From an optimization exercise on the open Yosys and OpenROAD flow, aimed at small area; shortcuts taken in it are not production practice. In this exercise RTL edits were held to simulation tests only and were not proved equivalent to the original. Power and IR drop assume default switching activity.

==> design/flow/design.v <==
`timescale 1ns/1ps
module fetch_pc_stage (
  input  logic           clk_in,
  input  logic           rst_N_in,       
  input  logic           next_valid,
  input  logic [63:2]    next_pc,        
  input  logic           redirect_valid,
  input  logic [82:0]    redirect,       
  input  logic           l1i_req_ready,
  input  logic           l1i_valid,
  output logic           l1i_req_valid,
  output logic [63:0]    l1i_req_addr,
  output logic           line_valid,
  output logic [63:2]    cur_pc          
);
  logic              boot_q;          
  logic              pend_q;          
  logic [63:2]       addr_q;
  logic              outstanding_q;   
  logic [2:0]        stale_q;         
  logic [2:0]        stale_d;
  logic              req_fire;
  logic              resp_live;
  logic              live_after;
  logic [63:2]       redirect_pc;
  logic [19:0] rc;
  logic [20:2] rlo;
  logic [63:21] rhi, rhi_up, rhi_dn;
  always_comb begin
    rc[0] = 1'b0;
    for (int b = 0; b < 19; b++) begin
      rlo[2 + b] = redirect[21 + b] ^ redirect[b] ^ rc[b];
      rc[b+1]    = (redirect[21 + b] & redirect[b]) | (redirect[21 + b] & rc[b]) | (redirect[b] & rc[b]);
    end
  end
  assign rhi    = redirect[82:40];
  assign rhi_up = rhi + 43'd1;
  assign rhi_dn = rhi - 43'd1;
  assign redirect_pc = {(rc[19] && !redirect[18]) ? rhi_up : (!rc[19] && redirect[18]) ? rhi_dn : rhi, rlo};
  assign l1i_req_valid = pend_q || (next_valid && !redirect_valid);
  assign l1i_req_addr  = {next_pc, 2'b00};
  assign req_fire      = l1i_req_valid && l1i_req_ready;
  assign resp_live  = l1i_valid && outstanding_q && (stale_q == 3'd0);
  assign live_after = (outstanding_q && !resp_live) || req_fire;
  always_comb begin
    stale_d = stale_q;
    if (l1i_valid && stale_q != 3'd0) stale_d = stale_d - 3'd1;
    if (redirect_valid) begin
      stale_d = stale_d + 3'(outstanding_q && !resp_live) + 3'(req_fire);
    end
  end
  assign line_valid = resp_live;
  assign cur_pc     = addr_q;
  always_ff @(posedge clk_in) begin
    if (rst_N_in) begin
      boot_q        <= 1'b1;
      pend_q        <= 1'b0;
      outstanding_q <= 1'b0;
      stale_q       <= 3'd0;
    end else begin
      boot_q  <= 1'b0;
      stale_q <= stale_d;
      if (resp_live) outstanding_q <= 1'b0;
      if (req_fire) outstanding_q <= 1'b1;
      if (redirect_valid) begin
        pend_q <= 1'b1;
        if (live_after) outstanding_q <= 1'b0;
      end else if (boot_q) begin
        pend_q <= 1'b1;
      end else begin
        pend_q <= l1i_req_valid && !l1i_req_ready;
      end
    end
  end
  always_ff @(posedge clk_in) begin
    if (redirect_valid) addr_q <= redirect_pc;
    else if (boot_q) addr_q <= '0;
    else addr_q <= next_pc;
  end
endmodule
`timescale 1ns/1ps
module predecode_stage (
  input  logic           clk_in,
  input  logic           rst_N_in,       
  input  logic           line_valid,
  input  logic [511:0]   line,           
  input  logic [3:0]     word_idx,       
  input  logic [14:6]    pc_mid,         
  input  logic           flush,
  output logic           dec_valid,
  output logic [11:0]    dec_kind,       
  output logic [15:0]    dec_cond,       
  output logic [103:0]   dec_sum,        
  output logic [3:0]     dec_carry       
);
  localparam logic [2:0] K_NONE  = 3'd0;
  localparam logic [2:0] K_B     = 3'd1;
  localparam logic [2:0] K_BL    = 3'd2;
  localparam logic [2:0] K_RET   = 3'd3;
  localparam logic [2:0] K_BCOND = 3'd4;
  logic [11:0]  kind_d;
  logic [15:0]  cond_d;
  logic [103:0] sum_d;
  logic [3:0]   carry_d;
  logic [32*7-1:0] quad;
  logic [32*4-1:0] wsel;
  always_comb begin
    for (int j = 0; j < 7; j++) begin
      case (word_idx[3:2])
        2'd0:    quad[32*j +: 32] = line[32*j +: 32];
        2'd1:    quad[32*j +: 32] = line[32*(j+4) +: 32];
        2'd2:    quad[32*j +: 32] = line[32*(j+8) +: 32];
        default: quad[32*j +: 32] = (j < 4) ? line[32*(j+12) +: 32] : 32'd0;   
      endcase
    end
    for (int j = 0; j < 4; j++) begin
      case (word_idx[1:0])
        2'd0:    wsel[32*j +: 32] = quad[32*j +: 32];
        2'd1:    wsel[32*j +: 32] = quad[32*(j+1) +: 32];
        2'd2:    wsel[32*j +: 32] = quad[32*(j+2) +: 32];
        default: wsel[32*j +: 32] = quad[32*(j+3) +: 32];
      endcase
    end
  end
  for (genvar i = 0; i < 4; i++) begin : g_slot
    logic [31:0] w;
    assign w = wsel[32*i +: 32];
    always_comb begin
      kind_d[3*i +: 3] = K_NONE;
      if (w[31:26] == 6'b000101) kind_d[3*i +: 3] = K_B;
      else if (w[31:26] == 6'b100101) kind_d[3*i +: 3] = K_BL;
      else if (w[31:10] == 22'b1101011001011111000000 && w[4:0] == 5'd0) kind_d[3*i +: 3] = K_RET;
      else if (w[31:24] == 8'b01010100 && !w[4]) kind_d[3*i +: 3] = K_BCOND;
    end
    logic [25:0] off;
    logic [13:0] c;
    logic [12:0] a;
    logic [12:0] sl;
    assign off = (kind_d[3*i +: 3] == K_BCOND) ? {{7{w[23]}}, w[23:5]} : w[25:0];
    assign a   = {pc_mid, word_idx + 4'(i)};
    always_comb begin
      c[0] = 1'b0;
      for (int b = 0; b < 13; b++) begin
        sl[b]  = a[b] ^ off[b] ^ c[b];
        c[b+1] = (a[b] & off[b]) | (a[b] & c[b]) | (off[b] & c[b]);
      end
    end
    assign sum_d[26*i +: 26] = {off[25:13], sl};
    assign carry_d[i] = c[13];
    assign cond_d[4*i +: 4] = w[3:0];
  end
  always_ff @(posedge clk_in) begin
    if (rst_N_in) dec_valid <= 1'b0;
    else          dec_valid <= line_valid && !flush;
  end
  always_ff @(posedge clk_in) begin
    dec_kind  <= kind_d;
    dec_cond  <= cond_d;
    dec_sum   <= sum_d;
    dec_carry <= carry_d;
  end
endmodule
`timescale 1ns/1ps
module gshare_pht (
  input  logic           clk_in,
  input  logic           rst_N_in,       
  input  logic [1:0]     lookup_grp,     
  input  logic [3:0]     lookup_word,    
  output logic [3:0]     lookup_taken,
  input  logic           train_valid,
  input  logic [5:0]     train_idx,      
  input  logic           train_taken
);
  logic [3:0]    ghr_q;                
  logic [2047:0] pht_q;                
  logic [127:0]  row;                  
  logic [15:0]   grp;                  
  logic [1:0]    ctr;                  
  logic [1:0]    wdata;
  logic [1023:0] we;
  always_comb begin
    row = '0;
    for (int g = 0; g < 16; g++) begin
      if (ghr_q == 4'(g)) row = row | pht_q[128*g +: 128];
    end
  end
  always_comb begin
    for (int k = 0; k < 16; k++) grp[k] = row[2*(16*lookup_grp + k) + 1];
  end
  always_comb begin
    for (int i = 0; i < 4; i++) lookup_taken[i] = grp[lookup_word + 4'(i)];
  end
  assign ctr = row[2*train_idx +: 2];
  always_comb begin
    if (rst_N_in) wdata = 2'b01;
    else wdata = {(ctr[1] & ctr[0]) | (ctr[1] & train_taken) | (ctr[0] & train_taken),
                  (ctr[1] & ~ctr[0]) | (ctr[1] & train_taken) | (~ctr[0] & train_taken)};
  end
  logic [15:0] row_sel;
  logic [63:0] col_sel;
  always_comb begin
    for (int g = 0; g < 16; g++) row_sel[g] = rst_N_in || (train_valid && ghr_q == 4'(g));
    for (int p = 0; p < 64; p++) col_sel[p] = rst_N_in || (train_idx == 6'(p));
    for (int e = 0; e < 1024; e++) we[e] = row_sel[e >> 6] && col_sel[e % 64];
  end
  always_ff @(posedge clk_in) begin
    for (int e = 0; e < 1024; e++) begin
      if (we[e]) pht_q[2*e +: 2] <= wdata;
    end
  end
  always_ff @(posedge clk_in) begin
    if (rst_N_in) ghr_q <= '0;
    else if (train_valid) ghr_q <= {ghr_q[2:0], train_taken};
  end
endmodule
`timescale 1ns/1ps
module return_stack (
  input  logic           clk_in,
  input  logic           rst_N_in,       
  input  logic           push,
  input  logic [63:2]    push_addr,
  input  logic           pop,
  output logic [63:2]    top
);
  logic [62*8-1:0] mem_q;
  logic [2:0]      tos_q;      
  logic [3:0]      cnt_q;      
  logic [2:0]      tos_up;
  assign tos_up = tos_q + 3'd1;
  always_comb begin
    top = '0;                  
    for (int k = 0; k < 8; k++) begin
      if (cnt_q != 4'd0 && tos_q == 3'(k)) top = top | mem_q[62*k +: 62];
    end
  end
  always_ff @(posedge clk_in) begin
    if (rst_N_in) begin
      tos_q <= '0;
      cnt_q <= '0;
    end else if (push) begin
      tos_q <= tos_up;
      if (cnt_q != 4'd8) cnt_q <= cnt_q + 4'd1;
    end else if (pop && cnt_q != 4'd0) begin
      tos_q <= tos_q - 3'd1;
      cnt_q <= cnt_q - 4'd1;
    end
  end
  always_ff @(posedge clk_in) begin
    for (int k = 0; k < 8; k++) begin
      if (push && tos_up == 3'(k)) mem_q[62*k +: 62] <= push_addr;
    end
  end
endmodule
`timescale 1ns/1ps
module branch_pred (
  input  logic           clk_in,
  input  logic           rst_N_in,           
  output logic           l1i_req_valid,
  output logic [63:0]    l1i_req_addr,
  input  logic           l1i_req_ready,
  input  logic           l1i_valid,
  input  logic [511:0]   l1i_line,           
  input  logic           x_resolve_valid,
  input  logic [64:0]    x_resolve,          
  input  logic           x_redirect_valid,
  input  logic [82:0]    x_redirect,         
  output logic           window_valid,
  output logic [354:0]   window,             
  output logic [63:0]    pred_pc
);
  localparam logic [2:0] K_B     = 3'd1;
  localparam logic [2:0] K_BL    = 3'd2;
  localparam logic [2:0] K_RET   = 3'd3;
  localparam logic [2:0] K_BCOND = 3'd4;
  logic          line_valid;
  logic [63:2]   cur_pc;           
  logic [63:2]   next_pc;
  logic          dec_valid;
  logic [11:0]   dec_kind;
  logic [15:0]   dec_cond;
  logic [103:0]  dec_sum;
  logic [3:0]    dec_carry;
  logic [3:0]    slot_taken;
  logic [63:2]   ras_top;
  logic          ras_push;
  logic          ras_pop;
  logic [63:2]   push_addr;
  logic [3:0]    s;                
  logic [3:0]    alive;            
  logic [3:0]    term;             
  logic [3:0]    is_bl, is_ret;
  logic [63:2]   tgt [4];          
  logic [63:2]   seq_pc;
  logic [63:6]   line_up;          
  assign s = cur_pc[5:2];
  fetch_pc_stage u_fetch (
    .clk_in(clk_in), .rst_N_in(rst_N_in),
    .next_valid(dec_valid), .next_pc(next_pc),
    .redirect_valid(x_redirect_valid), .redirect(x_redirect),
    .l1i_req_ready(l1i_req_ready), .l1i_valid(l1i_valid),
    .l1i_req_valid(l1i_req_valid), .l1i_req_addr(l1i_req_addr),
    .line_valid(line_valid), .cur_pc(cur_pc)
  );
  predecode_stage u_predecode (
    .clk_in(clk_in), .rst_N_in(rst_N_in),
    .line_valid(line_valid), .line(l1i_line), .word_idx(s), .pc_mid(cur_pc[14:6]),
    .flush(x_redirect_valid),
    .dec_valid(dec_valid), .dec_kind(dec_kind), .dec_cond(dec_cond),
    .dec_sum(dec_sum), .dec_carry(dec_carry)
  );
  gshare_pht u_pht (
    .clk_in(clk_in), .rst_N_in(rst_N_in),
    .lookup_grp(cur_pc[7:6]), .lookup_word(s), .lookup_taken(slot_taken),
    .train_valid(x_resolve_valid), .train_idx(x_resolve[8:3]), .train_taken(x_resolve[0])
  );
  return_stack u_ras (
    .clk_in(clk_in), .rst_N_in(rst_N_in),
    .push(ras_push), .push_addr(push_addr),
    .pop(ras_pop), .top(ras_top)
  );
  logic [63:28]  hi, hi_up, hi_dn;
  logic [27:6]   mid_up;
  assign hi     = cur_pc[63:28];
  assign hi_up  = hi + 36'd1;
  assign hi_dn  = hi - 36'd1;
  assign mid_up = cur_pc[27:6] + 22'd1;
  assign line_up = (&cur_pc[27:6]) ? {hi_up, 22'd0} : {hi, mid_up};
  always_comb begin
    logic        live;
    logic [2:0]  k;
    logic [12:0] offh;
    logic [13:0] c;
    logic [26:0] lo;
    logic        jmp, up, dn;
    live    = 1'b1;
    window  = '0;
    window[354:291] = {cur_pc, 2'b00};
    for (int i = 0; i < 4; i++) begin
      k         = dec_kind[3*i +: 3];
      live      = live && (i == 0 || 5'(s) + 5'(i) < 5'd16);
      alive[i]  = live;
      is_bl[i]  = live && k == K_BL;
      is_ret[i] = live && k == K_RET;
      term[i]   = live && (k == K_B || k == K_BL || k == K_RET || (k == K_BCOND && slot_taken[i]));
      offh      = dec_sum[26*i + 13 +: 13];
      c[0]      = dec_carry[i];
      for (int b = 0; b < 13; b++) begin
        lo[13 + b] = cur_pc[15 + b] ^ offh[b] ^ c[b];
        c[b+1]     = (cur_pc[15 + b] & offh[b]) | (cur_pc[15 + b] & c[b]) | (offh[b] & c[b]);
      end
      lo[12:0]  = dec_sum[26*i +: 13];
      lo[26]    = c[13];
      jmp       = live && (k == K_B || k == K_BL || k == K_BCOND);
      up        = lo[26] && !offh[12];
      dn        = !lo[26] && offh[12];
      tgt[i][27:2]  = ({26{jmp}} & lo[25:0]) | ({26{is_ret[i]}} & ras_top[27:2]);
      tgt[i][63:28] = ({36{jmp && up}} & hi_up) | ({36{jmp && dn}} & hi_dn)
                    | ({36{jmp && !up && !dn}} & hi) | ({36{is_ret[i]}} & ras_top[63:28]);
      if (live) begin
        window[290:288]        = 3'(i + 1);
        window[72*i + 69 +: 3] = k;
        window[72*i + 68]      = (k == K_BCOND) && slot_taken[i];
        window[72*i + 64 +: 4] = (k == K_BCOND) ? dec_cond[4*i +: 4] : 4'd0;
      end
      window[72*i +: 64] = {tgt[i], 2'b00};
      live = live && !term[i];
    end
  end
  logic [4:0] seq_word;
  assign seq_word = 5'(s) + 5'(window[290:288]);    
  assign seq_pc   = seq_word[4] ? {line_up, 4'd0} : {cur_pc[63:6], seq_word[3:0]};
  always_comb begin
    next_pc = (!dec_valid) ? cur_pc : (term == 4'd0) ? seq_pc : '0;
    for (int i = 0; i < 4; i++) if (dec_valid && term[i]) next_pc = next_pc | tgt[i];
  end
  assign pred_pc   = {next_pc, 2'b00};
  assign push_addr = seq_pc;
  assign ras_push     = dec_valid && (is_bl != 4'd0);
  assign ras_pop      = dec_valid && (is_ret != 4'd0);
  assign window_valid = dec_valid;
endmodule
==> design/flow/flow/run.sh <==
#!/bin/bash
# The standard layout (standard.sh) with these changes: ABC maps the logic
# with dc2 and the &nf mapper (flow/abc_area_nf.script); the ports are buffered
# with buf_1; the clock tree uses clkbuf_16 in clusters of at most 30 sinks and no dummy loads.  The
# synthesis script is the standard flow's own with the abc override inserted after its
# first line.
set -euo pipefail
here=$(pwd)
export MY_ABC_SCRIPT=$here/flow/abc_area_nf.script
{ head -n 1 synth_recipe.tcl; cat flow/abc_override.tcl; tail -n +2 synth_recipe.tcl; } > synth_nf.tcl
bash standard.sh SYNTH_SCRIPT=$here/synth_nf.tcl \
  "BUFFER_PORTS_ARGS=-buffer_cell sky130_fd_sc_hd__buf_1" \
  "CTS_ARGS=-sink_clustering_enable -repair_clock_nets -buf_list {sky130_fd_sc_hd__clkbuf_16} -dont_use_dummy_load -sink_clustering_size 30 -sink_clustering_max_diameter 70" \
  finish > $here/make_flow.log 2>&1
==> design/flow/flow/abc_area_nf.script <==
strash; dc2; &get -n; &st; &dch; &nf -R 1000; &put
==> design/flow/flow/abc_override.tcl <==
# ABC maps the logic with the script in MY_ABC_SCRIPT instead of the
# platform's; everything else in synthesis, flip-flop mapping included, stays.
proc abc {args} {
  set i [lsearch -exact $args -script]
  if { $i >= 0 && [info exists ::env(MY_ABC_SCRIPT)] } { lset args [expr {$i + 1}] $::env(MY_ABC_SCRIPT) }
  yosys abc {*}$args
}
==> design/flow/standard.sh <==
#!/bin/bash
# synth_recipe.tcl (not shown) runs the flow's synth.tcl, then flattens the netlist and writes it again
# the make line also repeats each setting of config.mk as NAME=value (left out here)
make -C /OpenROAD-flow-scripts/flow DESIGN_CONFIG=/design/flow/config.mk WORK_HOME=/design/flow/orfs CLKGATE_MAP_FILE= SYNTH_SCRIPT=/design/flow/synth_recipe.tcl "${@:-finish}"
==> design/flow/config.mk <==
export PLATFORM = sky130hd
export DESIGN_NAME = branch_pred
export DESIGN_NICKNAME = branch_pred
export VERILOG_FILES = /design/flow/design.v
export SDC_FILE = /design/flow/constraint.sdc
export NUM_CORES = 4
export LEC_CHECK = 0
export ABC_AREA = 1
export CAP_MARGIN = 30
export CELL_PAD_IN_SITES_DETAIL_PLACEMENT = 1
export CELL_PAD_IN_SITES_GLOBAL_PLACEMENT = 2
export CORE_MARGIN = 2
export CORE_UTILIZATION = 35
export PLACE_DENSITY = 0.5
export SETUP_SLACK_MARGIN = 0.1
export SLEW_MARGIN = 45
==> design/flow/constraint.sdc <==
create_clock -name core_clock -period 12.0 [get_ports {clk_in}]
set_input_delay 2.4000 -clock core_clock [delete_from_list [all_inputs] [get_ports {clk_in}]]
set_output_delay 2.4000 -clock core_clock [all_outputs]
set_load 0.01 [all_outputs]
==> results of run 1 <==
==> repair_timing <==
item                                    4_1_cts  5_1_grt
pin swaps                                    24       36
gates cloned                                  0        2
hold buffers                                  0        0
resized for setup                            84       64
endpoints found under the setup margin      120      105
buffers inserted                             32       22
==> synth_stat cells (25+ instances only) <==
| library cell | instances | area [sq um] |
|---|---|---|
| edfxtp_1 | 2544 | 76400 |
| nor2_1 | 1560 | 5860 |
| nand2_1 | 843 | 3160 |
| a222oi_1 | 679 | 6800 |
| a22oi_1 | 498 | 3740 |
| a21oi_1 | 494 | 2470 |
| o21ai_0 | 462 | 2310 |
| a221oi_1 | 238 | 2080 |
| dfxtp_1 | 216 | 4320 |
| nand3_1 | 175 | 876 |
| clkinv_1 | 170 | 638 |
| nand4_1 | 157 | 982 |
| fa_1 | 121 | 2420 |
| o22ai_1 | 94 | 588 |
| buf_4 | 79 | 593 |
| nor3_1 | 78 | 390 |
| and3_1 | 77 | 482 |
| a22o_1 | 68 | 596 |
| xnor2_1 | 60 | 526 |
| a221o_1 | 42 | 420 |
| a21o_1 | 41 | 308 |
| nor4_1 | 40 | 250 |
| and2_0 | 39 | 244 |
| ha_1 | 32 | 400 |
| mux2i_1 | 31 | 310 |
| o211ai_1 | 27 | 203 |
| nand2b_1 | 25 | 156 |
==> sequential cells by signal, summed over array words and instances, names as in the netlist <==
signal                 flops
u_ras.mem_q              496
u_predecode.dec_cond      16
u_predecode.dec_carry      4
u_predecode.dec_valid      1
u_ras.cnt_q                4
u_fetch.pend_q             1
u_pht.pht_q             2048
u_fetch.stale_q            3
u_predecode.dec_sum      104
u_ras.tos_q                3
u_predecode.dec_kind      12
u_fetch.boot_q             1
u_pht.ghr_q                4
u_fetch.addr_q            62
u_fetch.outstanding_q      1
==> per-layer routing <==
layer  GRT usage [%]  vias to the layer above
met4            15.5                       20
met3            4.67                      842
met1            44.9                    53100
met2            56.4                     4353
li1                -                    41200
met5               0                        -
==> worst max-delay path by stage <==
stage,end,from,cells past startpoint
global route,u_fetch.addr_q[52],x_redirect[21],38
floorplan,u_pht.pht_q[1001],u_pht.ghr_q[1],15
detailed placement,u_fetch.addr_q[63],x_redirect[21],38
global placement,u_fetch.addr_q[56],x_redirect[21],37
CTS,pred_pc[33],u_pht.ghr_q[2],39
finish,u_fetch.addr_q[52],x_redirect[21],38
==> area by class of cell <==
class | instances | share of cell area [%]
sequential | 2760 | 57.0
multi-input combinational | 6170 | 27.7
timing repair buffer | 1842 | 7.88
tap | 4536 | 4.00
clock buffer | 166 | 2.93
inverter | 170 | 0.453
antenna | 34 | 0.0600
==> power by group <==
| part | total, mW | switching, mW | internal, mW |
|---|---|---|---|
| Combinational | 5.31 | 3.85 | 1.46 |
| Sequential | 12.0 | 0.351 | 11.6 |
| Clock | 5.64 | 3.18 | 2.46 |
==> kinds of logic (layout without fill, tap and decap cells) <==
| family | Yosys count | after routing | synth area share (%) |
|---|---|---|---|
| other | 1 | 48 | 0.00313 |
| adder cells (fa/ha/maj) | 153 | 153 | 2.36 |
| XOR/XNOR | 84 | 84 | 0.614 |
| AO/OA/AOI/OAI | 2774 | 2774 | 17.2 |
| AND/OR/NAND/NOR | 3105 | 3105 | 11.0 |
| flip-flops | 2760 | 2760 | 67.4 |
| multiplexers | 40 | 40 | 0.372 |
| buffers and inverters | 249 | 2178 | 1.03 |
==> metrics.yaml, run 1 <==
vdd_drop_max_uv: 163
syn_avg_cell_area_sq_um: 13.1
layout-drive-gt1-share_pct: 10.9
crit_arrival_ps: 12500
p_total_mw: 22.9
r2r_slack_ps: 1840
tns_ps: 0
final_util_pct: 41.7
final_area_sq_mm: 0.142
final_antenna_net_count: 0
synth_seq_cells: 2760
endpoint_kind: "register"
synth_area_sq_mm: 0.120
fill_cells: 36000
cts_made_buffers: 166
met2_wirelength_mm: 291
start_util_pct: 35.2
setup_ws_ps: 311
cts_max_level: 4
grt_use_total_pct: 34.2
cts.sink_count: 2760
clock_skew_ps: 148
ios: 1151
met3WireLength_mm: 40.4
fmax_mhz: 85.5
dominantRegCellSynth: "edfxtp_1"
grt_pass1_vias: 100000
die_h_microns: 589
vias_per_cell: 6.34
mostFrequentLayoutCell: "edfxtp_1"
r2r-end: "u_predecode.dec_sum[90]"
max_stage_delay_ps: 480
seq_area_frac_synth_pct: 67.4
whs_endpoint: "u_ras.cnt_q[3]"
antenna_found_initial: 48
rr_worst_depth: 26
first_pass_iters: 10
crit_path_top_delay_cell: "or4_4"
min_period_ps: 11690
seq_area_sq_mm: 0.0808
critPathBufInv: 5
routed_wl_mm: 613
synth_warnings: 6
wire_per_inst_microns: 39.1
hold_path.class: "reg2reg"
row_count: 214
whs_path_depth: 1
via_count: 99500
whs_ps: 485
hold_start: "u_ras.cnt_q[3]"
synth_edf_count: 2544
cts_tree: "yes"
relSlewSlack_pct: 36.5
required_ps: 12810
worst_pin_slew_ps: 942
min_period_over_period_pct: 97.4
final_cells: 15700
grt_max_degree: 173
reg2reg_from: "u_fetch.addr_q[2]"
cp_max_fo: 4
placed_cells: 15400
rsz0062_at_grt: "true"
area_delta_synth_final_pct: 18.4
status: "complete, no violations"
worstSetupStartpointType: "input port"
synth_cell_types: 68
core-area_sq_mm: 0.340
drv_cap: 0
drtIter0Drc: 13600
crit_path_frequent_cell: "fa_2"
pre_cts_slack_ps: -1660
place_congestion: 0.984
drc: 0
path_class: "in2reg"
dieArea_sq_mm: 0.347
async_reset_ff_share_pct: 0
p_leak_nw: 46.4
slew_violations: 0
die_w_microns: 589
syn_inst: 9166
finalHoldViolations: 0
multi_input_area_sq_mm: 0.0393
final_cell_mix: "edfxtp_1 (2544), nor2_1 (1508), buf_1 (1057), nand2_1 (835), a222oi_1 (679)"
path_delay_family: "adder cells"
clk_pin_slew_ps: 100
grt-ovfl-total: 0
place_area_sq_mm: 0.136
setup_viol: 0
worstSkewPairLatency_ps: 950
final_nets: 11900
m1WireLength_mm: 251
power.density_mw_per_mm2: 162
highest_layer: "met5"
clockRootBuffer: "clkbuf_16"
dpl.hpwl_mm: 423
grt_first_pass_wirelength_mm: 839
io_buffers: 1076
cts_buffer_depth: 4
==> run 2, diff against run 1 <==
--- a/design/flow/design.v
+++ b/design/flow/design.v
@@ -367,7 +367,19 @@
     end
   end
-  logic [4:0] seq_word;
-  assign seq_word = 5'(s) + 5'(window[290:288]);    
-  assign seq_pc   = seq_word[4] ? {line_up, 4'd0} : {cur_pc[63:6], seq_word[3:0]};
+  always_comb begin
+    logic [4:0] nw;
+    logic       wrap;
+    logic [3:0] word;
+    wrap = 1'b0;
+    word  = '0;
+    for (int j = 0; j < 4; j++) begin
+      nw = 5'(s) + 5'(j + 1);                         
+      if (alive[j] && (j == 3 || !alive[j + 1])) begin
+        wrap = wrap | nw[4];
+        word  = word | nw[3:0];
+      end
+    end
+    seq_pc = wrap ? {line_up, 4'd0} : {cur_pc[63:6], word};
+  end
   always_comb begin
     next_pc = (!dec_valid) ? cur_pc : (term == 4'd0) ? seq_pc : '0;
==> design/flow/flow/run.sh (replaced) <==
#!/bin/bash
# The standard layout (standard.sh) with these changes: ABC maps the logic
# with dc2 and the &nf mapper (flow/abc_area_nf.script); the ports are buffered
# with buf_1; the clock tree uses clkbuf_8 in clusters of at most 16 sinks and no dummy loads.  The
# synthesis script is the standard flow's own with the abc override inserted after its
# first line.
set -euo pipefail
here=$(pwd)
export MY_ABC_SCRIPT=$here/flow/abc_area_nf.script
{ head -n 1 synth_recipe.tcl; cat flow/abc_override.tcl; tail -n +2 synth_recipe.tcl; } > synth_nf.tcl
bash standard.sh SYNTH_SCRIPT=$here/synth_nf.tcl \
  "BUFFER_PORTS_ARGS=-buffer_cell sky130_fd_sc_hd__buf_1" \
  "CTS_ARGS=-sink_clustering_enable -repair_clock_nets -buf_list {sky130_fd_sc_hd__clkbuf_8} -dont_use_dummy_load -sink_clustering_size 16 -sink_clustering_max_diameter 60" \
  finish > $here/make_flow.log 2>&1
==> run 2 against run 1 <==
  * Still clean on timing, DRC and antenna
  * Maximum frequency shrank 0.47%
  * Cell count shrank 2.2%
  * Area after synthesis shrank 0.39%
  * Via count shrank 1.5%
  * Hold slack lost 6.6 ps
  * Final area shrank 1.7%
  * Global-route usage shrank 0.52 points
  * Sequential power is essentially flat
  * Sequential share of layout area grew 0.98 points
  * Clock skew is essentially flat
  * Critical endpoint is now pred_pc[50]
  * Largest power group unchanged
  * Highest routed layer unchanged
==> metrics.yaml, run 2 <==
fill_cells: 35900  # -0.28%
grt_first_pass_wirelength_mm: 826  # -1.6%
cp_cell_sequence: "clkinv_1, fa_1, fa_1, fa_1, fa_1, fa_1, fa_1, fa_1, fa_1, fa_1, fa_1, fa_1, fa_1, xnor2_2, nor2_4, buf_8, buf_4, a222oi_1, o21ai_0, a222oi_1, nand3_1, buf_1"
hold_path.class: "reg2reg"
slew_violations: 0  # unchanged
setup_ws_ps: 256  # -54.8 ps
final_util_pct: 41.0  # -0.65 points
cts_buffer_depth: 4  # unchanged
rsz0062_at_grt: "false"
min_period_over_period_pct: 97.9  # +0.46 points
area_delta_synth_final_pct: 16.8
netlist.area_leader.share_pct: 64.1  # +0.25 points
seq_area_frac_synth_pct: 67.7  # +0.27 points
final_nets: 11600  # -2.9%
row_count: 214  # unchanged
p_seq_share_pct: 53.9  # +1.7 points
max_flop_register: "u_pht.pht_q"
worstSetupStartpointType: "register"
antenna_found_initial: 51  # +6.3%
setup_viol: 0  # unchanged
whs_path_depth: 1  # unchanged
endpoint_kind: "output port"
crit_arrival_ps: 9340  # -3160 ps
layout-drive-gt1-share_pct: 10.4  # -0.53 points
grt_use_total_pct: 33.7  # -0.52 points
drc: 0  # unchanged
path_class: "reg2out"
swShare_pct: 32.4  # +0.17 points
cp_max_fo: 15  # +11
placed_cells: 15000  # -2.6%
cts_made_buffers: 264  # +59%
reg2reg_from: "u_fetch.addr_q[3]"
ys_top_cells_by_area: "edfxtp_1 (64%), a222oi_1 (7.5%), nor2_1 (4.8%), dfxtp_1 (3.6%), a22oi_1 (2.2%)"
pre_cts_slack_ps: -1950  # -285 ps
clk_pin_slew_ps: 80  # -20 ps
final_cell_mix: "edfxtp_1 (2544), nor2_1 (1477), buf_1 (1045), a222oi_1 (894), nand2_1 (640)"
grt_max_degree: 184  # +6.4%
tns_ps: 0  # unchanged
yosysTopAreaCell: "edfxtp_1"
whs_endpoint: "u_ras.cnt_q[3]"
grt-ovfl-total: 0  # unchanged
ios: 1151  # unchanged
clock_skew_ps: 148  # -0.486 ps
synth_edf_count: 2544  # unchanged
synth_warnings: 7  # +1
grt_use_met1_pct: 44.9  # about the same
postCtsHoldBufs: 0  # unchanged
required_ps: 9600  # -3210 ps
drtIter0Drc: 15200  # +12%
grt_pass1_vias: 99100  # -0.87%
syn_inst: 8891  # -3.0%
largest_register_ffs: 2048  # unchanged
combPwrFrac_pct: 22.7  # -0.5 points
synth_cell_types: 62  # -8.8%
crit_path_top_delay_cell: "fa_1"
final_area_sq_mm: 0.139  # -1.7%
max_stage_delay_ps: 540  # +60 ps
internal_power_mw: 14.9  # -3.9%
p_leak_nw: 44.9  # -3.1%
mostFrequentLayoutCell: "edfxtp_1"
drv_cap: 0  # unchanged
hold_start: "u_ras.cnt_q[3]"
worst_pin_slew_ps: 899  # -42.7 ps
first_pass_iters: 14  # +4
routed_wl_mm: 602  # -1.9%
syn_avg_cell_area_sq_um: 13.4  # +2.7%
dpl.hpwl_mm: 414  # -2.0%
synth_area_sq_mm: 0.119  # -0.39%
crit_path_frequent_cell: "fa_1"
rr_worst_depth: 24  # -7.7%
io_buffers: 1076  # unchanged
vias_per_cell: 6.39  # +0.73%
finalHoldViolations: 0  # unchanged
core-area_sq_mm: 0.340  # -0.16%
grt_use_met3_pct: 4.29  # -0.37 points
place_congestion: 0.987  # +0.27%
worstSkewPairLatency_ps: 1110  # +160 ps
place_area_sq_mm: 0.135  # -0.97%
cts.sink_count: 2760  # unchanged
vdd_drop_max_uv: 114  # -30%
whs_ps: 479  # -6.57 ps
p_switching_mw: 7.15  # -3.2%
p_total_mw: 22.1  # -3.6%
start_util_pct: 35.1  # -0.083 points
final_cells: 15300  # -2.2%
die_h_microns: 588  # -0.20%
met2_usage_pct: 55.7  # -0.72 points
min_period_ps: 11740  # +54.8 ps
r2r_slack_ps: 1810  # -30 ps
synthTopCellsByCount: "edfxtp_1 (2544), nor2_1 (1522), a222oi_1 (894), nand2_1 (647), a21oi_1 (467)"
cts_max_level: 5  # +1
clockRootBuffer: "clkbuf_8"
dominantRegCellSynth: "edfxtp_1"
status: "complete, no violations"
die_w_microns: 588  # -0.20%
wire_per_inst_microns: 39.2  # +0.35%
busiest_layer: "met2"
synth.most_common_cell: "edfxtp_1"
reg_top3: "u_pht.pht_q (2048), u_ras.mem_q (496), u_predecode.dec_sum (104)"
cts_tree: "yes"
fmax_mhz: 85.1  # -0.47%
synth_seq_cells: 2760  # unchanged
async_reset_ff_share_pct: 0  # unchanged
via_count: 98000  # -1.5%
clockPowerShare_pct: 23.4  # -1.2 points
dieArea_sq_mm: 0.345  # -0.39%
relSlewSlack_pct: 39.4  # +2.9 points
r2r-end: "u_predecode.dec_sum[90]"
final_antenna_net_count: 0  # unchanged
power.density_mw_per_mm2: 158  # -2.0%
-- run 2: cell types whose count changed in the layout (fill, tap and decap cells not counted), sizes merged, moves of 38 or more --
cell    delta
a22oi    -145
nand2    -196
a222oi   +215
nor2      -38
buf      -156
o21ai     -66
clkbuf    +83
a221oi    -60
-- run 2: cell type report --
class	instances	area [sq um]	share of cell area (%)
diodes	31	77.6	0.0557
well taps	4536	5680	4.07
inverters	191	729	0.524
repair buffers	1673	9840	7.06
flip-flops and latches	2760	80700	58.0
clock buffers	264	3630	2.61
multi-input cells	5874	38600	27.7
-- run 2: cell families after synthesis --
family | count (synthesis) | synth area share [%]
AOI/OAI and AO/OA | 2690 | 17.3
xor gates and xnor gates | 80 | 0.587
adders and majority gates | 153 | 2.36
buffers and inverters | 270 | 1.10
DFF | 2760 | 67.7
muxes | 82 | 0.736
other | 1 | 0.00314
and+or+nand+nor | 2855 | 10.2
-- run 2: worst max-delay path: cells and delay by family, from the launching register on --
| kind | cells | cell delay [ps] |
|---|---|---|
| XOR/XNOR | 1 | 290 |
| AND/OR/NAND/NOR | 2 | 610 |
| buffers and inverters | 4 | 940 |
| flip-flops | 1 | 500 |
| AO/OA/AOI/OAI | 3 | 870 |
| adder cells (fa/ha/maj) | 12 | 5150 |
-- run 2: what timing repair did --
| action | CTS | global route |
|---|---|---|
| setup endpoints to repair | 90 | 62 |
| gates resized for setup | 43 | 35 |
| pin swaps | 14 | 16 |
| buffers inserted | 10 | 5 |
-- run 2: layer usage --
layer / wire (microns) / part of all wire, %
met1: 247000 / 41
met2: 286000 / 48
met3: 40700 / 6.8
met4: 27700 / 4.6
met5: 65 / 0.011
-- run 2: worst max-delay path by stage --
stage                       startpoint                 end  slack, ps  cells after the start
floorplan               u_pht.ghr_q[1]   u_pht.pht_q[1001]      -2860                     13
global placement         x_redirect[0]  u_fetch.addr_q[63]      -2030                     37
detailed placement      x_redirect[21]  u_fetch.addr_q[60]      -1950                     38
CTS                     x_redirect[21]  u_fetch.addr_q[63]        110                     37
global route            u_pht.ghr_q[0]    l1i_req_addr[25]         90                     34
finish              u_fetch.addr_q[16]         pred_pc[50]        260                     22
-- run 2: power groups by stage --
| stage | combinational [mW] | sequential, mW | clock [mW] |
|---|---|---|---|
| after global placement | 4.79 | 12.1 | 0 |
| final | 5.01 | 11.9 | 5.15 |
| after floorplan | 2.35 | 12.2 | 0 |
| after global routing | 5.29 | 12.0 | 5.56 |
| after detailed placement | 4.91 | 12.1 | 0 |
| after CTS | 4.94 | 11.9 | 5.29 |
==> run 3, diff against run 2 <==
--- a/design/flow/config.mk
+++ b/design/flow/config.mk
@@ -7,5 +7,5 @@
 export LEC_CHECK = 0
 export ABC_AREA = 1
-export CAP_MARGIN = 30
+export CAP_MARGIN = 25
 export CELL_PAD_IN_SITES_DETAIL_PLACEMENT = 1
 export CELL_PAD_IN_SITES_GLOBAL_PLACEMENT = 2
@@ -14,3 +14,3 @@
 export PLACE_DENSITY = 0.5
 export SETUP_SLACK_MARGIN = 0.1
-export SLEW_MARGIN = 45
+export SLEW_MARGIN = 35
==> run 3 against run 2 <==
  * Die area unchanged
  * Core utilization is 0.16 points lower
  * Largest power group unchanged
  * Sequential share of layout area grew 0.23 points
  * Critical path type unchanged
  * Sequential cell count unchanged
==> metrics.yaml, run 3 <==
dieArea_sq_mm: 0.345  # unchanged
grt_use_total_pct: 33.7  # about the same
cts.sink_count: 2760  # unchanged
path_class: "reg2out"
vdd_drop_max_uv: 113  # -1.0%
cts_tree: "yes"
synth.most_common_cell: "edfxtp_1"
final_antenna_net_count: 0  # unchanged
grt_use_met3_pct: 4.37  # +0.081 points
grt_first_pass_wirelength_mm: 826  # about the same
p_leak_nw: 44.7  # -0.53%
seq_area_frac_synth_pct: 67.7  # unchanged
min_period_over_period_pct: 97.7  # -0.15 points
cp_max_fo: 24  # +9
crit_arrival_ps: 9330  # about the same
status: "complete, no violations"
grt_use_met1_pct: 45.1  # +0.20 points
setup_viol: 0  # unchanged
row_count: 214  # unchanged
ys_top_cells_by_area: "edfxtp_1 (64%), a222oi_1 (7.5%), nor2_1 (4.8%), dfxtp_1 (3.6%), a22oi_1 (2.2%)"
routed_wl_mm: 603  # +0.26%
rr_worst_depth: 24  # unchanged
synth_cell_types: 62  # unchanged
syn_avg_cell_area_sq_um: 13.4  # unchanged
synth_area_sq_mm: 0.119  # unchanged
start_util_pct: 35.1  # unchanged
synth_seq_cells: 2760  # unchanged
via_count: 98300  # +0.36%
power.density_mw_per_mm2: 159  # +0.52%
yosysTopAreaCell: "edfxtp_1"
reg_top3: "u_pht.pht_q (2048), u_ras.mem_q (496), u_predecode.dec_sum (104)"
first_pass_iters: 13  # -1
worstSkewPairLatency_ps: 1110  # about the same
die_w_microns: 588  # unchanged
synth_warnings: 7  # unchanged
grt_max_degree: 226  # +23%
dominantRegCellSynth: "edfxtp_1"
relSlewSlack_pct: 33.8  # -5.6 points
wire_per_inst_microns: 39.4  # +0.43%
min_period_ps: 11730  # -18.3 ps
clk_pin_slew_ps: 70  # about the same
drtIter0Drc: 15300  # +0.50%
met2_usage_pct: 55.6  # -0.065 points
final_util_pct: 40.9  # -0.16 points
worstSetupStartpointType: "register"
worst_pin_slew_ps: 988  # +88.6 ps
fmax_mhz: 85.3  # +0.16%
rsz0062_at_grt: "false"
fill_cells: 35900  # +0.067%
drv_cap: 0  # unchanged
place_congestion: 0.987  # unchanged
synth_edf_count: 2544  # unchanged
core-area_sq_mm: 0.340  # unchanged
layout-drive-gt1-share_pct: 9.89  # -0.49 points
clockRootBuffer: "clkbuf_8"
grt_pass1_vias: 98700  # -0.39%
finalHoldViolations: 0  # unchanged
busiest_layer: "met2"
syn_inst: 8891  # unchanged
setup_ws_ps: 274  # +18.3 ps
io_buffers: 1076  # unchanged
largest_register_ffs: 2048  # unchanged
endpoint_kind: "output port"
ios: 1151  # unchanged
final_nets: 11600  # -0.18%
pre_cts_slack_ps: -1980  # -28.0 ps
dpl.hpwl_mm: 411  # -0.72%
max_flop_register: "u_pht.pht_q"
final_cell_mix: "edfxtp_1 (2544), nor2_1 (1481), buf_1 (1045), a222oi_1 (894), nand2_1 (641)"
slew_violations: 0  # unchanged
grt-ovfl-total: 0  # unchanged
cts_max_level: 5  # unchanged
p_total_mw: 22.1  # +0.12%
async_reset_ff_share_pct: 0  # unchanged
area_delta_synth_final_pct: 16.3
cts_buffer_depth: 4  # unchanged
mostFrequentLayoutCell: "edfxtp_1"
synthTopCellsByCount: "edfxtp_1 (2544), nor2_1 (1522), a222oi_1 (894), nand2_1 (647), a21oi_1 (467)"
vias_per_cell: 6.42  # +0.53%
antenna_found_initial: 54  # +5.9%
drc: 0  # unchanged
whs_path_depth: 1  # unchanged
cts_made_buffers: 268  # +1.5%
required_ps: 9600  # about the same
tns_ps: 0  # unchanged
die_h_microns: 588  # unchanged
clock_skew_ps: 176  # +27.9 ps
netlist.area_leader.share_pct: 64.1  # unchanged
hold_path.class: "reg2reg"
[run 3: cell counts after synthesis]
No cell type changed its count.
[run 3: path summary, 6_finish.rpt]
kind                                   to                from  slack (ps)
hold / removal             u_ras.cnt_q[3]      u_ras.cnt_q[3]         470
setup / recovery         l1i_req_addr[33]  u_fetch.addr_q[15]         270
hold reg to reg            u_ras.cnt_q[3]      u_ras.cnt_q[3]         470
setup reg to reg  u_predecode.dec_sum[90]   u_fetch.addr_q[3]        1800
[run 3: layout make-up]
| class | instances | area (sq um) | area share [%] |
|---|---|---|---|
| Clock buffer | 268 | 3690 | 2.66 |
| Tap cell | 4536 | 5680 | 4.09 |
| Multi-Input combinational cell | 5875 | 38400 | 27.7 |
| Sequential cell | 2760 | 80700 | 58.2 |
| Timing Repair Buffer | 1647 | 9420 | 6.79 |
| Inverter | 191 | 726 | 0.523 |
| Antenna cell | 25 | 62.6 | 0.0451 |
[run 3: metrics by stage]
stage	instances	cell area, sq um	hold slack (ps)
final	15300	139000	473
after global routing	15300	139000	503
after CTS	15300	138000	481
after detailed placement	15000	134000	469
after global placement	15000	134000	456
after floorplan	8904	119000	440
[run 3: report_power, final]
group / switching [mW] / internal [mW] / total [mW]
Combinational: 3.65 / 1.33 / 4.98
Clock: 3.21 / 2.00 / 5.20
Sequential: 0.311 / 11.6 / 11.9
Total: 7.17 / 14.9 / 22.1
[run 3: cells by family after synthesis]
kind of cell	count (synthesis)	synth area share, %
other	1	0.00314
AO/OA/AOI/OAI	2690	17.3
AND/OR/NAND/NOR	2855	10.2
multiplexers	82	0.736
XOR/XNOR	80	0.587
adder cells (fa/ha/maj)	153	2.36
buffers and inverters	270	1.10
flip-flops	2760	67.7
[run 3: worst max-delay path: stages, from the launching register on]
cell and delay (ps):
dfxtp_4 450, fa_1 240, clkinv_1 100, fa_1 440
fa_1 410, fa_1 400, fa_1 410, fa_1 430
fa_1 410, fa_1 390, fa_1 400, fa_1 410
fa_1 400, fa_1 420, fa_1 500, xnor2_2 210
nor2_4 670, a222oi_1 240, o21ai_1 560, a222oi_1 150
nand4_1 390, buf_1 210
[run 3: what timing repair did]
action	CTS	global route
pin swaps	10	12
hold buffers	0	0
buffers inserted	5	3
gates resized for setup	40	34
endpoints found under the setup margin	101	88
gates cloned	1	0
[run 3: per-layer routing]
layer  vias up  wire, microns
met1     52200         248000
met4        12          27200
met2      4854         286000
met5         -             83
li1      40400              -
met3       791          42300
==> run 4, diff against run 3 <==
--- a/design/flow/config.mk
+++ b/design/flow/config.mk
@@ -13,4 +13,4 @@
 export CORE_UTILIZATION = 35
 export PLACE_DENSITY = 0.5
-export SETUP_SLACK_MARGIN = 0.1
+export SETUP_SLACK_MARGIN = 0.05
 export SLEW_MARGIN = 35
==> run 4 against run 3 <==
  * Die area is the same
  * Still clean on timing, DRC and antenna
  * Sequential share of layout area is essentially flat
  * Power is essentially flat
  * Largest cell class unchanged
  * Critical path type is now in2reg
  * Routed wire length is essentially flat
  * Largest power group unchanged
  * Cell count is essentially flat
  * Synthesized cell count is the same
==> metrics.yaml, run 4 <==
yosys.area_share.simple_pct: 10.2  # unchanged
die_w_microns: 588  # unchanged
path_delay_family: "adder cells"
start_util_pct: 35.1  # unchanged
min_period_ps: 11780  # +50.9 ps
ios: 1151  # unchanged
clk_pin_slew_ps: 50  # -20 ps
fmax_mhz: 84.9  # -0.43%
status: "complete, no violations"
critPathBufInv: 5  # +3
antenna_found_initial: 54  # unchanged
cts_buffer_depth: 4  # unchanged
highest_layer: "met5"
place_congestion: 0.987  # unchanged
crit_path_top_delay_cell: "fa_2"
postCtsHoldBufs: 0  # unchanged
p_leak_nw: 44.6  # about the same
core-area_sq_mm: 0.340  # unchanged
crit_path_frequent_cell: "fa_2"
yosys.area_share.adder_pct: 2.36  # unchanged
drc: 0  # unchanged
endpoint_kind: "register"
seq_area_frac_synth_pct: 67.7  # unchanged
mostFrequentLayoutCell: "edfxtp_1"
max_flop_register: "u_pht.pht_q"
clock_skew_ps: 177  # +1.12 ps
slew_violations: 0  # unchanged
synth_warnings: 7  # unchanged
path_class: "in2reg"
cts_max_level: 5  # unchanged
clockRootBuffer: "clkbuf_8"
grt-ovfl-total: 0  # unchanged
cts_tree: "yes"
syn_inst: 8891  # unchanged
m1WireLength_mm: 248  # +0.14%
grt_first_pass_wirelength_mm: 826  # about the same
worstSetupStartpointType: "input port"
die_h_microns: 588  # unchanged
final_cell_mix: "edfxtp_1 (2544), nor2_1 (1482), buf_1 (1045), a222oi_1 (894), nand2_1 (642)"
worstSkewPairLatency_ps: 1110  # about the same
yosysTopAreaCell: "edfxtp_1"
rsz0062_at_grt: "false"
layout-drive-gt1-share_pct: 9.83  # -0.054 points
area_delta_synth_final_pct: 16.3  # about the same
drv_cap: 0  # unchanged
vdd_drop_max_uv: 114  # +0.88%
via_count: 98000  # -0.31%
max_stage_delay_ps: 480  # -190 ps
ys_top_cells_by_area: "edfxtp_1 (64%), a222oi_1 (7.5%), nor2_1 (4.8%), dfxtp_1 (3.6%), a22oi_1 (2.2%)"
tns_ps: 0  # unchanged
first_pass_iters: 10  # -3
netlist.area_leader.share_pct: 64.1  # unchanged
largest_register_ffs: 2048  # unchanged
synth-xor-area-share_pct: 0.587  # unchanged
final_nets: 11600  # -0.017%
cts_made_buffers: 268  # unchanged
row_count: 214  # unchanged
reg_top3: "u_pht.pht_q (2048), u_ras.mem_q (496), u_predecode.dec_sum (104)"
grt_pass1_vias: 98700  # -0.032%
synth_cell_types: 62  # unchanged
finalHoldViolations: 0  # unchanged
whs_ps: 473  # +0.0130 ps
met3WireLength_mm: 41.8  # -1.1%
routed_wl_mm: 603  # about the same
synth_top_family_by_area: "compound AO/OA/AOI/OAI gates"
synth_area_sq_mm: 0.119  # unchanged
grt_max_degree: 226  # unchanged
min_period_over_period_pct: 98.1  # +0.42 points
cp_max_fo: 5  # -79%
power.density_mw_per_mm2: 159  # about the same
drtIter0Drc: 15200  # -0.38%
relSlewSlack_pct: 33.8  # -0.049 points
io_buffers: 1076  # unchanged
synth_edf_count: 2544  # unchanged
syn_avg_cell_area_sq_um: 13.4  # unchanged
setup_viol: 0  # unchanged
dpl.hpwl_mm: 411  # unchanged
synth.most_common_cell: "edfxtp_1"
dominantRegCellSynth: "edfxtp_1"
dieArea_sq_mm: 0.345  # unchanged
met2_wirelength_mm: 286  # +0.18%
hold_path.class: "reg2reg"
crit_arrival_ps: 12680  # +3350 ps
vias_per_cell: 6.41  # -0.31%
cts.sink_count: 2760  # unchanged
wire_per_inst_microns: 39.4  # about the same
async_reset_ff_share_pct: 0  # unchanged
final_antenna_net_count: 0  # unchanged
worst_pin_slew_ps: 989  # +0.728 ps
synthTopCellsByCount: "edfxtp_1 (2544), nor2_1 (1522), a222oi_1 (894), nand2_1 (647), a21oi_1 (467)"
synth_seq_cells: 2760  # unchanged
muxShareOfSynthArea_pct: 0.736  # unchanged
synth_compound_area_share_pct: 17.3  # unchanged
required_ps: 12900  # +3300 ps
grt_use_total_pct: 33.7  # about the same
-- run 4: worst reg2reg max path: cells and delay by family, from the launching register on --
family                     cells  cell delay, ps
DFF                            1             750
buffers and inverters          4            1390
AOI/OAI and AO/OA              3             920
adders and majority gates     13            6020
and+or+nand+nor                3             840
muxes                          1             170
-- run 4: worst paths after layout --
path | slack (ps) | to | cells past startpoint | start
worst min register to register | 470 | u_ras.cnt_q[3] | 1 | u_ras.cnt_q[3]
worst max register to register | 1770 | u_predecode.dec_sum[90] | 24 | u_fetch.addr_q[3]
worst min-delay path | 470 | u_ras.cnt_q[3] | 1 | u_ras.cnt_q[3]
worst max-delay path | 220 | u_fetch.addr_q[63] | 37 | x_redirect[21]
-- run 4: cell type report --
type | count | area (sq um)
Inverter | 191 | 726
Sequential cell | 2760 | 80700
Antenna cell | 26 | 65.1
Clock buffer | 268 | 3690
Fill cell | 35900 | 201000
Tap cell | 4536 | 5680
Multi-Input combinational cell | 5875 | 38400
Timing Repair Buffer | 1645 | 9400
-- run 4: routing by layer --
metal / GRT usage, % / vias to the layer above
met2: 55.7 / 4644
met1: 45.2 / 52200
met3: 4.34 / 779
li1: - / 40400
met5: 0 / -
met4: 13.1 / 10
-- run 4: logic make-up after synthesis --
logic type / after synthesis
AO/OA/AOI/OAI: 2690
multiplexers: 82
adder cells (fa/ha/maj): 153
buffers and inverters: 270
other: 1
AND/OR/NAND/NOR: 2855
XOR/XNOR: 80
flip-flops: 2760
-- run 4: where the power goes --
part / total, mW / leakage [nW] / switching [mW] / internal [mW]
sequential: 11.9 / 25.3 / 0.311 / 11.6
clock: 5.20 / 1.93 / 3.20 / 2.00
combinational: 4.98 / 17.4 / 3.65 / 1.33
-- run 4: what timing repair did --
action                     in CTS  in global routing
gates cloned                    1                  0
setup endpoints to repair      93                 84
pin swaps                      10                 12
buffers inserted                5                  1
gates resized for setup        34                 32
-- run 4: metrics by stage --
step	std cells	power (mW)	setup slack [ps]	area, sq um	util [%]
floorplan	8904	14.6	-2860	119000	-
global route	15300	22.8	9.89	139000	40.8
detailed placement	15000	17.0	-1980	134000	39.6
CTS	15300	22.2	73.2	138000	40.7
finish	15300	22.1	223	139000	40.9
global placement	15000	16.9	-2030	134000	39.5
==> run 5, diff against run 4 <==
==> design/flow/flow/run.sh (replaced) <==
#!/bin/bash
# The standard layout (standard.sh) with these changes: ABC maps the logic
# with dc2 and the &nf mapper (flow/abc_area_nf.script); the ports are buffered
# with buf_1; the clock tree uses clkbuf_8 in clusters of at most 20 sinks and no dummy loads.  The
# synthesis script is the standard flow's own with the abc override inserted after its
# first line.
set -euo pipefail
here=$(pwd)
export MY_ABC_SCRIPT=$here/flow/abc_area_nf.script
{ head -n 1 synth_recipe.tcl; cat flow/abc_override.tcl; tail -n +2 synth_recipe.tcl; } > synth_nf.tcl
bash standard.sh SYNTH_SCRIPT=$here/synth_nf.tcl \
  "BUFFER_PORTS_ARGS=-buffer_cell sky130_fd_sc_hd__buf_1" \
  "CTS_ARGS=-sink_clustering_enable -repair_clock_nets -buf_list {sky130_fd_sc_hd__clkbuf_8} -dont_use_dummy_load -sink_clustering_size 20 -sink_clustering_max_diameter 45" \
  finish > $here/make_flow.log 2>&1
--- a/design/flow/config.mk
+++ b/design/flow/config.mk
@@ -13,4 +13,4 @@
 export CORE_UTILIZATION = 35
 export PLACE_DENSITY = 0.5
-export SETUP_SLACK_MARGIN = 0.05
+export SETUP_SLACK_MARGIN = 0.1
 export SLEW_MARGIN = 35
==> run 5 against run 4 <==
  * Still clean on timing, DRC and antenna
  * Die area unchanged
  * Combinational power about the same
  * Global-route usage about the same
  * Critical path type is now reg2out
  * Highest routed layer unchanged
==> metrics.yaml, run 5 <==
synth.most_common_cell: "edfxtp_1"
async_reset_ff_share_pct: 0  # unchanged
whs_path_depth: 1  # unchanged
p_switching_mw: 7.33  # +2.4%
first_pass_iters: 13  # +3
cts_max_level: 5  # unchanged
vias_per_cell: 6.40  # about the same
clockPowerShare_pct: 26.7  # +3.2 points
synth-xor-area-share_pct: 0.587  # unchanged
muxShareOfSynthArea_pct: 0.736  # unchanged
power.density_mw_per_mm2: 164  # +3.3%
multi_input_area_sq_mm: 0.0385  # about the same
largest_register_ffs: 2048  # unchanged
fill_cells: 35800  # -0.15%
synth_compound_area_share_pct: 17.3  # unchanged
swShare_pct: 31.8  # -0.65 points
layout-drive-gt1-share_pct: 10.9  # +1.0 points
final_area_sq_mm: 0.140  # +1.2%
netlist.area_leader.share_pct: 64.1  # unchanged
grt_pass1_vias: 99800  # +1.1%
clockRootBuffer: "clkbuf_8"
final_nets: 11700  # +1.0%
synth_warnings: 7  # unchanged
rr_worst_depth: 24  # unchanged
synth_seq_cells: 2760  # unchanged
seq_area_sq_mm: 0.0807  # unchanged
path_class: "reg2out"
yosys.area_share.simple_pct: 10.2  # unchanged
tns_ps: 0  # unchanged
syn_inst: 8891  # unchanged
die_h_microns: 588  # unchanged
min_period_ps: 11750  # -24.5 ps
row_count: 214  # unchanged
core-area_sq_mm: 0.340  # unchanged
clk_pin_slew_ps: 70  # +20 ps
finalHoldViolations: 0  # unchanged
yosysTopAreaCell: "edfxtp_1"
worst_pin_slew_ps: 980  # -9.28 ps
synth_top_family_by_area: "compound AO/OA/AOI/OAI gates"
ys_top_cells_by_area: "edfxtp_1 (64%), a222oi_1 (7.5%), nor2_1 (4.8%), dfxtp_1 (3.6%), a22oi_1 (2.2%)"
via_count: 98700  # +0.74%
status: "complete, no violations"
synth_edf_count: 2544  # unchanged
mostFrequentLayoutCell: "edfxtp_1"
antenna_found_initial: 54  # unchanged
synth_area_sq_mm: 0.119  # unchanged
cp_max_fo: 24  # +19
start_util_pct: 35.1  # unchanged
cts.sink_count: 2760  # unchanged
p_seq_share_pct: 51.7  # -2.2 points
cts_buffer_depth: 4  # unchanged
place_congestion: 0.987  # unchanged
max_flop_register: "u_pht.pht_q"
grt-ovfl-total: 0  # unchanged
required_ps: 9600  # -3300 ps
drtIter0Drc: 15300  # +0.26%
seq_area_frac_synth_pct: 67.7  # unchanged
final_antenna_net_count: 0  # unchanged
crit_arrival_ps: 9350  # -3330 ps
worstSetupStartpointType: "register"
dieArea_sq_mm: 0.345  # unchanged
cts_tree: "yes"
routed_wl_mm: 604  # +0.25%
p_leak_nw: 45.5  # +1.9%
relSlewSlack_pct: 34.7  # +0.93 points
final_cell_mix: "edfxtp_1 (2544), nor2_1 (1481), buf_1 (1044), a222oi_1 (894), nand2_1 (642)"
drv_cap: 0  # unchanged
dominantRegCellSynth: "edfxtp_1"
cts_made_buffers: 382  # +43%
io_buffers: 1076  # unchanged
rsz0062_at_grt: "true"
die_w_microns: 588  # unchanged
fmax_mhz: 85.1  # +0.21%
endpoint_kind: "output port"
drc: 0  # unchanged
yosys.area_share.adder_pct: 2.36  # unchanged
clock_skew_ps: 172  # -5.21 ps
ios: 1151  # unchanged
reg_top3: "u_pht.pht_q (2048), u_ras.mem_q (496), u_predecode.dec_sum (104)"
min_period_over_period_pct: 97.9  # -0.20 points
wire_per_inst_microns: 39.2  # -0.51%
internal_power_mw: 15.7  # +5.5%
syn_avg_cell_area_sq_um: 13.4  # unchanged
grt_max_degree: 226  # unchanged
worstSkewPairLatency_ps: 1140  # +30 ps
hold_path.class: "reg2reg"
dpl.hpwl_mm: 411  # unchanged
synth_cell_types: 62  # unchanged
setup_viol: 0  # unchanged
vdd_drop_max_uv: 97.8  # -14%
synthTopCellsByCount: "edfxtp_1 (2544), nor2_1 (1522), a222oi_1 (894), nand2_1 (647), a21oi_1 (467)"
slew_violations: 0  # unchanged
grt_first_pass_wirelength_mm: 828  # +0.20%
combPwrFrac_pct: 21.6  # -0.9 points
area_delta_synth_final_pct: 17.7
grt_use_total_pct: 33.8  # +0.041 points
place_area_sq_mm: 0.134  # unchanged
-- run 5: cells by family (layout without fill, tap and decap cells) --
family,Yosys count,in the layout
buffers and inverters,270,2220
XOR/XNOR,80,80
flip-flops,2760,2760
AO/OA/AOI/OAI,2690,2690
adder cells (fa/ha/maj),153,153
multiplexers,82,82
other,1,40
AND/OR/NAND/NOR,2855,2856
-- run 5: stage by stage --
stage,util [%],instances,hold slack [ps],worst slack (ps),total power [mW]
2_1_floorplan,-,8904,440,-2860,14.6
3_3_place_gp,39.5,15000,456,-2030,16.9
3_5_place_dp,39.6,15000,469,-1980,17.0
4_1_cts,41.2,15400,484,102,23.2
5_1_grt,41.3,15400,500,85.3,23.9
6_report,41.3,15400,479,248,23.1
-- run 5: final timing paths --
kind | startpoint | to | slack [ps]
hold reg to reg | u_ras.cnt_q[3] | u_ras.cnt_q[3] | 480
hold / removal | u_ras.cnt_q[3] | u_ras.cnt_q[3] | 480
setup / recovery | u_fetch.addr_q[16] | l1i_req_addr[33] | 250
setup reg to reg | u_fetch.addr_q[3] | u_predecode.dec_sum[90] | 1790
-- run 5: worst max-delay path, cell delays in order, from the launching register on --
cell	delay (ps)
dfxtp_2	490
clkinv_1	250
fa_1	540
fa_1	410
fa_1	400
fa_1	410
fa_1	430
fa_1	410
fa_1	390
fa_1	400
fa_1	410
fa_1	400
fa_1	420
fa_1	500
xnor2_2	210
nor2_4	670
a222oi_1	250
o21ai_1	530
a222oi_1	180
nand4_1	390
buf_1	210
-- run 5: timing repair --
item,4_1_cts,5_1_grt
hold buffers,0,0
cloned,1,0
buffers inserted,5,3
endpoints found under the setup margin,101,87
pin swaps,10,12
resized for setup,36,38
-- run 5: area by class of cell --
cell class / count / area share [%]
flip-flops and latches: 2760 / 57.5
multi-input cells: 5875 / 27.4
repair buffers: 1647 / 6.71
well taps: 4536 / 4.04
clock buffers: 382 / 3.75
inverters: 191 / 0.520
diodes: 26 / 0.0464
-- run 5: power groups by stage --
stage	registers (mW)	logic (mW)	clock network [mW]
floorplan	12.2	2.35	0
detailed placement	12.1	4.86	0
finish	11.9	4.98	6.16
CTS	11.9	4.91	6.33
global placement	12.1	4.79	0
global route	12.0	5.25	6.64
-- run 5: per-layer routing --
| layer | track usage (%) | wire (microns) | share of wire, % | vias to the layer above |
|---|---|---|---|---|
| met2 | 55.6 | 286000 | 47 | 4746 |
| met5 | 0 | 148 | 0.024 | - |
| li1 | - | - | - | 40600 |
| met4 | 13.8 | 28000 | 4.6 | 20 |
| met3 | 4.55 | 41600 | 6.9 | 868 |
| met1 | 45.0 | 248000 | 41 | 52500 |
==> run 6, diff against run 5 <==
--- a/design/flow/config.mk
+++ b/design/flow/config.mk
@@ -13,4 +13,4 @@
 export CORE_UTILIZATION = 35
 export PLACE_DENSITY = 0.5
-export SETUP_SLACK_MARGIN = 0.1
+export SETUP_SLACK_MARGIN = 0.05
 export SLEW_MARGIN = 35
==> run 6 against run 5 <==
  * Still clean
  * Combinational power is essentially flat
  * Maximum frequency is essentially flat
  * Count of clock-buffer cells in the layout is the same
  * Sequential cell count is the same
  * Cell count is essentially flat
  * Global-route usage is essentially flat
  * Via count grew 0.21%
  * Clock power is essentially flat
  * Non-clock buffer count shrank 1
  * Sequential power is essentially flat
  * Clock skew shrank 7.5 ps
  * Hold slack lost 0.96 ps
  * Largest cell class unchanged
==> metrics.yaml, run 6 <==
status: "complete, no violations"
cts_made_buffers: 382  # unchanged
core-area_sq_mm: 0.340  # unchanged
fmax_mhz: 85.1  # about the same
clockRootBuffer: "clkbuf_8"
syn_inst: 8891  # unchanged
swShare_pct: 31.8  # +0.037 points
clock_skew_ps: 164  # -7.50 ps
worst_pin_slew_ps: 1120  # +139 ps
synth_compound_area_share_pct: 17.3  # unchanged
synth_cell_types: 62  # unchanged
die_h_microns: 588  # unchanged
wire_per_inst_microns: 39.2  # about the same
largest_register_ffs: 2048  # unchanged
worstSkewPairLatency_ps: 1140  # about the same
p_total_mw: 23.1  # about the same
reg_top3: "u_pht.pht_q (2048), u_ras.mem_q (496), u_predecode.dec_sum (104)"
muxShareOfSynthArea_pct: 0.736  # unchanged
antenna_found_initial: 56  # +3.7%
cts_tree: "yes"
synth_warnings: 7  # unchanged
drv_cap: 0  # unchanged
fill_cells: 35800  # -0.014%
combPwrFrac_pct: 21.6  # about the same
via_count: 98900  # +0.21%
drtIter0Drc: 15500  # +1.2%
placed_cells: 15000  # unchanged
drc: 0  # unchanged
synth-xor-area-share_pct: 0.587  # unchanged
tns_ps: 0  # unchanged
final_cells: 15400  # +0.039%
syn_avg_cell_area_sq_um: 13.4  # unchanged
slew_violations: 0  # unchanged
dominantRegCellSynth: "edfxtp_1"
crit_arrival_ps: 9350  # about the same
final_antenna_net_count: 0  # unchanged
synth_top_family_by_area: "compound AO/OA/AOI/OAI gates"
whs_path_depth: 1  # unchanged
mostFrequentLayoutCell: "edfxtp_1"
rsz0062_at_grt: "false"
cts_buffer_depth: 4  # unchanged
synth_seq_cells: 2760  # unchanged
place_congestion: 0.987  # unchanged
cp_max_fo: 25  # +4.2%
clk_pin_slew_ps: 70  # about the same
ios: 1151  # unchanged
synth_area_sq_mm: 0.119  # unchanged
p_seq_share_pct: 51.7  # about the same
yosys.area_share.simple_pct: 10.2  # unchanged
final_cell_mix: "edfxtp_1 (2544), nor2_1 (1482), buf_1 (1044), a222oi_1 (894), nand2_1 (642)"
grt_use_total_pct: 33.8  # about the same
first_pass_iters: 14  # +1
setup_viol: 0  # unchanged
ys_top_cells_by_area: "edfxtp_1 (64%), a222oi_1 (7.5%), nor2_1 (4.8%), dfxtp_1 (3.6%), a22oi_1 (2.2%)"
synth.most_common_cell: "edfxtp_1"
relSlewSlack_pct: 25.4  # -9.3 points
seq_area_frac_synth_pct: 67.7  # unchanged
setup_ws_ps: 252  # +4.17 ps
p_switching_mw: 7.34  # +0.16%
dieArea_sq_mm: 0.345  # unchanged
dpl.hpwl_mm: 411  # unchanged
grt_pass1_vias: 99800  # -0.025%
power.density_mw_per_mm2: 165  # about the same
max_flop_register: "u_pht.pht_q"
synth_edf_count: 2544  # unchanged
whs_endpoint: "u_ras.cnt_q[3]"
grt-ovfl-total: 0  # unchanged
postCtsHoldBufs: 0  # unchanged
synthTopCellsByCount: "edfxtp_1 (2544), nor2_1 (1522), a222oi_1 (894), nand2_1 (647), a21oi_1 (467)"
final_util_pct: 41.3  # about the same
path_class: "reg2out"
start_util_pct: 35.1  # unchanged
min_period_over_period_pct: 97.9  # about the same
layout-drive-gt1-share_pct: 10.8  # -0.036 points
min_period_ps: 11750  # -4.17 ps
clockPowerShare_pct: 26.7  # about the same
grt_first_pass_wirelength_mm: 827  # about the same
required_ps: 9600  # about the same
rr_worst_depth: 24  # unchanged
area_delta_synth_final_pct: 17.7  # about the same
netlist.area_leader.share_pct: 64.1  # unchanged
p_leak_nw: 45.5  # about the same
endpoint_kind: "output port"
internal_power_mw: 15.7  # about the same
routed_wl_mm: 605  # about the same
r2r_slack_ps: 1730  # -60 ps
vdd_drop_max_uv: 97.7  # -0.19%
pre_cts_slack_ps: -1980  # unchanged
hold_path.class: "reg2reg"
die_w_microns: 588  # unchanged
hold_start: "u_ras.cnt_q[3]"
cts_max_level: 5  # unchanged
io_buffers: 1076  # unchanged
async_reset_ff_share_pct: 0  # unchanged
row_count: 214  # unchanged
vias_per_cell: 6.42  # +0.18%
final_nets: 11700  # -0.0086%
cts.sink_count: 2760  # unchanged
yosysTopAreaCell: "edfxtp_1"
r2r-end: "u_predecode.dec_sum[90]"
finalHoldViolations: 0  # unchanged
reg2reg_from: "u_fetch.addr_q[3]"
yosys.area_share.adder_pct: 2.36  # unchanged
worstSetupStartpointType: "register"
grt_max_degree: 226  # unchanged
-- run 6: kinds of logic after synthesis --
kind of cell	count (synthesis)
xor+xnor	80
simple gates	2855
compound gates	2690
fa+ha+maj	153
flops	2760
buf+inv	270
other cells	1
mux	82
-- run 6: how the worst max path moves through the flow --
stage / cells after the start / slack (ps) / start / to
finish: 23 / 250 / u_fetch.addr_q[16] / l1i_req_addr[45]
global route: 38 / 30 / x_redirect[0] / u_fetch.addr_q[60]
CTS: 25 / 30 / u_fetch.addr_q[15] / l1i_req_addr[46]
detailed placement: 37 / -1980 / x_redirect[21] / u_fetch.addr_q[63]
global placement: 37 / -2030 / x_redirect[0] / u_fetch.addr_q[63]
floorplan: 13 / -2860 / u_pht.ghr_q[1] / u_pht.pht_q[1001]
-- run 6: power by group through the flow --
stage	logic [mW]	registers [mW]	clock network, mW
floorplan	2.35	12.2	0
CTS	4.88	11.9	6.33
detailed placement	4.86	12.1	0
finish	4.98	11.9	6.17
global route	5.25	12.0	6.64
global placement	4.79	12.1	0
-- run 6: per-stage QoR --
step                      hold WS (ps)  area [sq um]
after global placement             456        134000
after global routing               500        140000
after CTS                          484        140000
final                              478        140000
after detailed placement           469        134000
after floorplan                    440        119000
-- run 6: cell type report --
| type | instances | area (sq um) | area share, % |
|---|---|---|---|
| sequential | 2760 | 80700 | 57.5 |
| multi-input combinational | 5875 | 38400 | 27.4 |
| timing repair buffer | 1646 | 9410 | 6.71 |
| tap | 4536 | 5680 | 4.04 |
| clock buffer | 382 | 5260 | 3.75 |
| inverter | 191 | 729 | 0.520 |
| antenna | 33 | 82.6 | 0.0588 |
-- run 6: critical path, stage by stage, from the launching register on --
cell and delay (ps):
dfxtp_2 490, clkinv_1 260, fa_1 500, fa_1 400, fa_1 410, fa_1 410
fa_1 420, fa_1 420, fa_1 420, fa_1 390, fa_1 410, fa_1 420
fa_1 410, fa_1 510, xnor2_2 290, nor2_4 100, buf_4 330, buf_4 230
nand2_1 70, o21ai_0 90, a221o_1 400, a22oi_1 220, nand3_1 410, buf_1 250
-- run 6: repair_timing --
item	CTS	global route
gates resized for setup	32	36
pin swaps	8	13
gates cloned	0	1
setup buffers	4	3
endpoints found under the setup margin	92	76
-- run 6: routing by layer --
layer / vias to the layer above / GRT usage (%) / share of wire, %
met4: 22 / 13.8 / 4.7
met5: - / 0 / 0.027
li1: 40600 / - / -
met2: 4771 / 55.5 / 47
met3: 919 / 4.62 / 7.0
met1: 52600 / 44.9 / 41

==> static timing again, ports no longer ideal <==
How much do the figures lean on ideal ports? The routed layouts below were timed once more, with nothing changed but the port constraints. Step 1, drivers: a clkbuf_16 drives clk_in and a buf_2 each remaining input, both assumed. Step 2, shift: input delay + t, output delay - t, t = (earliest + latest rising clock arrival at the registers) / 2. This alone moves slack from input paths to output paths. Three values: ideal ports, drivers, drivers and shift; two values: the first two.
run	t, ns	setup WS [ns]	latest minus earliest clock arrival (ns)	worst slew at a driven data input, ns
run 1	0.980	0.311 / 0.220 / -0.590	0.148 / 0.148	0.18
run 2	1.136	0.256 / 0.155 / -0.722	0.147 / 0.148	0.18
run 3	1.142	0.274 / 0.157 / -0.774	0.176 / 0.176	0.20
run 4	1.121	0.223 / 0.147 / -0.824	0.177 / 0.177	0.21
run 5	1.156	0.248 / 0.149 / -0.790	0.172 / 0.171	0.19
run 6	1.158	0.252 / 0.152 / -0.819	0.165 / 0.164	0.18
Met with ideal ports but missed after step 2: setup timing in every run listed. The setup slack of run 6, which loses most, moves by -0.100 ns with the drivers and by -1.071 ns with both steps.
